Source: an optimization exercise on an open RTL-to-GDS flow (aim: small area, a short achievable clock period and few clock cycles per item). Production flows keep margins and buffers that such runs may drop.
In this exercise RTL edits were held to simulation tests only and were not proved equivalent to the original.
Power and IR drop assume default switching activity.

==> v2: inputs <==
==> flow/design.v <==
module trace_ring_repository #(
  parameter int ADDR_WIDTH      = 16,
  parameter int DATA_WIDTH      = 32,
  parameter int TRACE_ENTRIES   = 64,
  parameter int READ_LATENCY    = 1,
  parameter int MAX_OUTSTANDING = 8,
  parameter int DEDUP           = 1,
  parameter int SEQ_WIDTH       = 16
) (
  input  logic                                 clk,
  input  logic                                 rst_n,
  input  logic                                 lock,
  input  logic                                 cap_valid,
  input  logic [ADDR_WIDTH-1:0]                cap_addr,
  input  logic [DATA_WIDTH-1:0]                cap_instr,
  output logic                                 cap_ready,
  input  logic                                 req,
  input  logic                                 cancel,
  output logic                                 out_valid,
  output logic [ADDR_WIDTH-1:0]                out_addr,
  output logic [DATA_WIDTH-1:0]                out_instr,
  output logic [SEQ_WIDTH-1:0]                 out_seq,
  input  logic                                 out_ack,
  output logic                                 cancelled,
  input  logic                                 retire,
  output logic                                 retire_err,
  output logic [$clog2(TRACE_ENTRIES):0]       level,
  output logic [$clog2(MAX_OUTSTANDING):0]     outstanding,
  output logic                                 full,
  output logic                                 empty,
  output logic                                 exhausted,
  output logic [15:0]                          overflow_count
);
  localparam int IDX_W = $clog2(TRACE_ENTRIES);
  localparam int LVL_W = IDX_W + 1;
  localparam int OUT_W = $clog2(MAX_OUTSTANDING) + 1;
  localparam int ENT_W = ADDR_WIDTH + DATA_WIDTH;
  localparam int LO_N  = 8;
  localparam int HI_N  = TRACE_ENTRIES / LO_N;
  function automatic logic [15:0] incr16(input logic [15:0] v);
    logic c;
    c = 1'b1;
    for (int i = 0; i < 16; i++) begin
      incr16[i] = v[i] ^ c;
      c = c & v[i];
    end
  endfunction
  function automatic logic [15:0] decr16(input logic [15:0] v);
    logic b;
    b = 1'b1;
    for (int i = 0; i < 16; i++) begin
      decr16[i] = v[i] ^ b;
      b = b & !v[i];
    end
  endfunction
  logic [LVL_W-1:0]     level_q;      
  logic [OUT_W-1:0]     outst_q;      
  logic [LO_N-1:0]      wlo_q, ilo_q;   
  logic [HI_N-1:0]      whi_q, ihi_q;   
  logic [HI_N-1:0]      wgrp_q;         
  logic                 busy_q;       
  logic [SEQ_WIDTH-1:0] seq_q;
  logic [15:0]          ovf_q;
  logic [ENT_W-1:0]     last_q;
  logic [ENT_W-1:0]     out_data_q;
  logic                 cancelled_q, retire_err_q, exhausted_q, empty_q;
  logic [ENT_W-1:0]     mem [TRACE_ENTRIES];
  logic [ENT_W-1:0]     cap_entry;
  logic [LVL_W-1:0]     avail;        
  logic                 full_w, is_dup, cap_ok, wr_en, issue, ret_ok, start;
  assign cap_entry = {cap_addr, cap_instr};
  assign full_w    = level_q[LVL_W-1];
  assign avail     = level_q - LVL_W'(outst_q);
  assign is_dup    = (DEDUP != 0) && (cap_entry == last_q);
  assign cap_ok    = !lock && cap_valid && !is_dup;
  assign wr_en     = cap_ok && !full_w;
  assign issue     = busy_q && lock && !cancel && out_ack;
  assign ret_ok    = retire && (outst_q != '0);
  assign start     = !busy_q && lock && req && (avail != '0) && !outst_q[OUT_W-1];
  always_ff @(posedge clk) begin
    for (int i = 0; i < TRACE_ENTRIES; i++)
      if (wgrp_q[i / LO_N] && wlo_q[i % LO_N]) mem[i] <= cap_entry;
  end
  logic [ENT_W-1:0] rd_data;
  always_comb begin
    rd_data = '0;
    for (int i = 0; i < TRACE_ENTRIES; i++)
      rd_data = rd_data | ({ENT_W{ihi_q[i / LO_N] && ilo_q[i % LO_N]}} & mem[i]);
  end
  always_ff @(posedge clk) begin
    out_data_q <= rd_data;
  end
  logic [15:0] level_inc, level_dec, outst_inc, outst_dec, seq_inc, ovf_inc;
  logic        avail0, avail1, ovf_room, lvl_is0, lvl_is1;
  logic [LVL_W-1:0] lvl_if_wr, lvl_if_nowr, level_d;
  logic [HI_N-1:0]  whi_d;
  assign level_d = wr_en ? lvl_if_wr : lvl_if_nowr;
  assign whi_d   = (wr_en && wlo_q[LO_N-1]) ? {whi_q[HI_N-2:0], whi_q[HI_N-1]} : whi_q;
  assign level_inc = incr16(16'(level_q));
  assign level_dec = decr16(16'(level_q));
  assign outst_inc = incr16(16'(outst_q));
  assign outst_dec = decr16(16'(outst_q));
  assign seq_inc   = incr16(16'(seq_q));
  assign ovf_inc   = incr16(ovf_q);
  assign ovf_room  = (ovf_q != '1);
  assign avail0    = (avail == '0);
  assign lvl_is0   = (level_q == '0);
  assign lvl_is1   = (level_q == LVL_W'(1));
  assign lvl_if_wr   = ret_ok ? level_q : level_inc[LVL_W-1:0];
  assign lvl_if_nowr = ret_ok ? level_dec[LVL_W-1:0] : level_q;
  assign avail1    = (avail == LVL_W'(1));
  always_ff @(posedge clk) begin
    if (!rst_n) begin
      level_q      <= '0;
      empty_q      <= 1'b1;
      outst_q      <= '0;
      wlo_q        <= LO_N'(1);
      whi_q        <= HI_N'(1);
      wgrp_q       <= HI_N'(1);
      ilo_q        <= LO_N'(1);
      ihi_q        <= HI_N'(1);
      busy_q       <= 1'b0;
      seq_q        <= '0;
      ovf_q        <= '0;
      last_q       <= '0;
      cancelled_q  <= 1'b0;
      retire_err_q <= 1'b0;
      exhausted_q  <= 1'b0;
    end else begin
      level_q      <= level_d;
      wgrp_q       <= whi_d & {HI_N{!level_d[LVL_W-1]}};
      empty_q      <= !wr_en && (ret_ok ? lvl_is1 : lvl_is0);
      if (issue && !ret_ok)      outst_q <= outst_inc[OUT_W-1:0];
      else if (ret_ok && !issue) outst_q <= outst_dec[OUT_W-1:0];
      if (wr_en) wlo_q <= {wlo_q[LO_N-2:0], wlo_q[LO_N-1]};
      whi_q        <= whi_d;
      if (issue) begin
        ilo_q <= {ilo_q[LO_N-2:0], ilo_q[LO_N-1]};
        if (ilo_q[LO_N-1]) ihi_q <= {ihi_q[HI_N-2:0], ihi_q[HI_N-1]};
        seq_q <= seq_inc[SEQ_WIDTH-1:0];
      end
      busy_q       <= busy_q ? (lock && !cancel && !out_ack) : start;
      if (cap_ok && full_w && ovf_room) ovf_q <= ovf_inc;
      if (!lock && cap_valid && !full_w) last_q <= cap_entry;
      cancelled_q  <= busy_q && lock && cancel;
      retire_err_q <= retire && (outst_q == '0);
      exhausted_q  <= lock && (issue ? avail1 : avail0);
    end
  end
  assign cap_ready      = !lock && !full_w;
  assign out_valid      = busy_q;
  assign out_addr       = out_data_q[ENT_W-1:DATA_WIDTH];
  assign out_instr      = out_data_q[DATA_WIDTH-1:0];
  assign out_seq        = seq_q;
  assign cancelled      = cancelled_q;
  assign retire_err     = retire_err_q;
  assign level          = level_q;
  assign outstanding    = outst_q;
  assign full           = full_w;
  assign empty          = empty_q;
  assign exhausted      = exhausted_q;
  assign overflow_count = ovf_q;
endmodule
==> flow/flow/run.sh <==
#!/bin/bash
# Standard synthesis and layout, except that the port buffers are buf_4
# cells instead of the delay cells buffer_ports otherwise picks.
set -euo pipefail
export BUFFER_PORTS_ARGS="-buffer_cell sky130_fd_sc_hd__buf_4"
bash standard.sh synth > synth.log 2>&1
bash standard.sh > layout.log 2>&1
==> flow/standard.sh <==
#!/bin/bash
# synth_recipe.tcl (not shown) runs the flow's synth.tcl, then flattens the netlist and writes it again
# the make line also repeats each setting of config.mk as NAME=value (left out here)
make -C /OpenROAD-flow-scripts/flow DESIGN_CONFIG=/design/flow/config.mk WORK_HOME=/design/flow/orfs CLKGATE_MAP_FILE= SYNTH_SCRIPT=/design/flow/synth_recipe.tcl "${@:-finish}"
==> flow/config.mk <==
export PLATFORM = sky130hd
export DESIGN_NAME = trace_ring_repository
export DESIGN_NICKNAME = trace_ring_repository
export VERILOG_FILES = /design/flow/design.v
export SDC_FILE = /design/flow/constraint.sdc
export NUM_CORES = 4
export LEC_CHECK = 0
export CAP_MARGIN = 20
export CORE_MARGIN = 2
export CORE_UTILIZATION = 55
export SETUP_SLACK_MARGIN = 2.5
export SLEW_MARGIN = 20
==> flow/constraint.sdc <==
create_clock -name core_clock -period 5.5 [get_ports {clk}]
set_input_delay 1.1000 -clock core_clock [delete_from_list [all_inputs] [get_ports {clk}]]
set_output_delay 1.1000 -clock core_clock [all_outputs]
set_load 0.01 [all_outputs]
==> v5: changes against v2 <==
==> flow/design.v (replaced) <==
module trace_ring_repository #(
  parameter int ADDR_WIDTH      = 16,
  parameter int DATA_WIDTH      = 32,
  parameter int TRACE_ENTRIES   = 64,
  parameter int READ_LATENCY    = 1,
  parameter int MAX_OUTSTANDING = 8,
  parameter int DEDUP           = 1,
  parameter int SEQ_WIDTH       = 16
) (
  input  logic                                 clk,
  input  logic                                 rst_n,
  input  logic                                 lock,
  input  logic                                 cap_valid,
  input  logic [ADDR_WIDTH-1:0]                cap_addr,
  input  logic [DATA_WIDTH-1:0]                cap_instr,
  output logic                                 cap_ready,
  input  logic                                 req,
  input  logic                                 cancel,
  output logic                                 out_valid,
  output logic [ADDR_WIDTH-1:0]                out_addr,
  output logic [DATA_WIDTH-1:0]                out_instr,
  output logic [SEQ_WIDTH-1:0]                 out_seq,
  input  logic                                 out_ack,
  output logic                                 cancelled,
  input  logic                                 retire,
  output logic                                 retire_err,
  output logic [$clog2(TRACE_ENTRIES):0]       level,
  output logic [$clog2(MAX_OUTSTANDING):0]     outstanding,
  output logic                                 full,
  output logic                                 empty,
  output logic                                 exhausted,
  output logic [15:0]                          overflow_count
);
  localparam int IDX_W = $clog2(TRACE_ENTRIES);
  localparam int LVL_W = IDX_W + 1;
  localparam int OUT_W = $clog2(MAX_OUTSTANDING) + 1;
  localparam int ENT_W = ADDR_WIDTH + DATA_WIDTH;
  logic [LVL_W-1:0]     level_q;      
  logic [OUT_W-1:0]     outst_q;      
  logic [IDX_W-1:0]     wslot_q;      
  logic [IDX_W-1:0]     islot_q;      
  logic                 busy_q;       
  logic [SEQ_WIDTH-1:0] seq_q;
  logic [15:0]          ovf_q;
  logic [ENT_W-1:0]     last_q;
  logic [ENT_W-1:0]     out_data_q;
  logic                 cancelled_q, retire_err_q, exhausted_q;
  logic [ENT_W-1:0]     mem [TRACE_ENTRIES];
  logic [ENT_W-1:0]     cap_entry;
  logic [LVL_W-1:0]     avail;        
  logic                 full_w, is_dup, cap_ok, wr_en, issue, ret_ok, start;
  assign cap_entry = {cap_addr, cap_instr};
  assign full_w    = level_q[LVL_W-1];
  assign avail     = level_q - LVL_W'(outst_q);
  assign is_dup    = (DEDUP != 0) && (cap_entry == last_q);
  assign cap_ok    = !lock && cap_valid && !is_dup;
  assign wr_en     = cap_ok && !full_w;
  assign issue     = busy_q && lock && !cancel && out_ack;
  assign ret_ok    = retire && (outst_q != '0);
  assign start     = !busy_q && lock && req && (avail != '0) && !outst_q[OUT_W-1];
  always_ff @(posedge clk) begin
    if (!full_w) mem[wslot_q] <= cap_entry;
  end
  always_ff @(posedge clk) begin
    out_data_q <= mem[islot_q];
  end
  always_ff @(posedge clk) begin
    if (!rst_n) begin
      level_q      <= '0;
      outst_q      <= '0;
      wslot_q      <= '0;
      islot_q      <= '0;
      busy_q       <= 1'b0;
      seq_q        <= '0;
      ovf_q        <= '0;
      last_q       <= '0;
      cancelled_q  <= 1'b0;
      retire_err_q <= 1'b0;
      exhausted_q  <= 1'b0;
    end else begin
      level_q      <= level_q + LVL_W'(wr_en) - LVL_W'(ret_ok);
      outst_q      <= outst_q + OUT_W'(issue) - OUT_W'(ret_ok);
      wslot_q      <= wslot_q + IDX_W'(wr_en);
      islot_q      <= islot_q + IDX_W'(issue);
      busy_q       <= busy_q ? (lock && !cancel && !out_ack) : start;
      seq_q        <= seq_q + SEQ_WIDTH'(issue);
      if (cap_ok && full_w && (ovf_q != '1)) ovf_q <= ovf_q + 16'd1;
      if (!lock && cap_valid && !full_w) last_q <= cap_entry;
      cancelled_q  <= busy_q && lock && cancel;
      retire_err_q <= retire && (outst_q == '0);
      exhausted_q  <= lock && (issue ? (avail == LVL_W'(1)) : (avail == '0));
    end
  end
  assign cap_ready      = !lock && !full_w;
  assign out_valid      = busy_q;
  assign out_addr       = out_data_q[ENT_W-1:DATA_WIDTH];
  assign out_instr      = out_data_q[DATA_WIDTH-1:0];
  assign out_seq        = seq_q;
  assign cancelled      = cancelled_q;
  assign retire_err     = retire_err_q;
  assign level          = level_q;
  assign outstanding    = outst_q;
  assign full           = full_w;
  assign empty          = (level_q == '0);
  assign exhausted      = exhausted_q;
  assign overflow_count = ovf_q;
endmodule
==> flow/run.sh (new file) <==
#!/bin/bash
# synth_recipe.tcl (not shown) runs the flow's synth.tcl, then flattens the netlist and writes it again
# the make line also repeats each setting of config.mk as NAME=value (left out here)
make -C /OpenROAD-flow-scripts/flow DESIGN_CONFIG=/design/flow/config.mk WORK_HOME=/design/flow/orfs CLKGATE_MAP_FILE= SYNTH_SCRIPT=/design/flow/synth_recipe.tcl finish
- CORE_UTILIZATION: 55 -> 40
- SETUP_SLACK_MARGIN: 2.5 -> not set
removed: flow/flow/run.sh
removed: flow/standard.sh
==> summary.txt <==
Outcome: v2 complete, no violations; v5 complete, no violations
Later-pin clock latency in the skew report: v2 1010 ps; v5 930 ps
Total combinational power: v2 0.00215 W; v5 0.00265 W
FF+latch count: v2 3,256; v5 3,227
Share of power burned in the clock network: v2 0.427; v5 0.425
Length of the first detailed-routing pass in iterations: v2 9; v5 5
FF+latch count, synth: v2 3,256; v5 3,227
Largest net degree at the start of global routing: v2 78; v5 92
Unrepaired setup endpoints after global routing: v2 yes; v5 no
Number of global-route vias before repair: v2 68.7k; v5 58.6k
Fraction of area in clock buffers and inverters: v2 0.0782; v5 0.0756
End-of-flow core utilization: v2 0.636; v5 0.464
Final Cycle Share: v2 0.609; v5 0.725
Testbench counts of v2, summed over its fixed seeds: cycles 4,128, items 2,048.
Testbench counts of v5, summed over its fixed seeds: cycles 4,128, items 2,048.

[afterwards: timing with drivers on the ports]
The results above use ideal ports. As a check the final layouts listed here were re-extracted and re-timed, cells and wires unchanged. Step 1 (the two cells are an assumption about what drives the block):
set clk [get_ports {clk}]
set_driving_cell -lib_cell sky130_fd_sc_hd__clkbuf_16 $clk
set_driving_cell -lib_cell sky130_fd_sc_hd__buf_2 [delete_from_list [all_inputs] $clk]
Step 2, shift: input delay + t, output delay - t, t = (earliest + latest rising clock arrival at the registers) / 2. This alone moves slack from input paths to output paths. Slacks: no drivers / after step 1 / after step 2; pairs: no drivers / after step 1.
run | t, ns | setup slack, ns | hold slack, ns | worst setup path after step 2
v2 | 1.084 | 2.151 / 2.151 / 1.345 | 0.364 / 0.282 / 0.470 | input to register
v5 | 1.002 | 1.512 / 1.533 / 0.574 | 0.456 / 0.421 / 0.465 | input to register
After both steps setup and hold are still met in every run listed. For v5, which loses most, drivers alone change the setup slack by +0.021 ns; drivers and shift together by -0.938 ns.
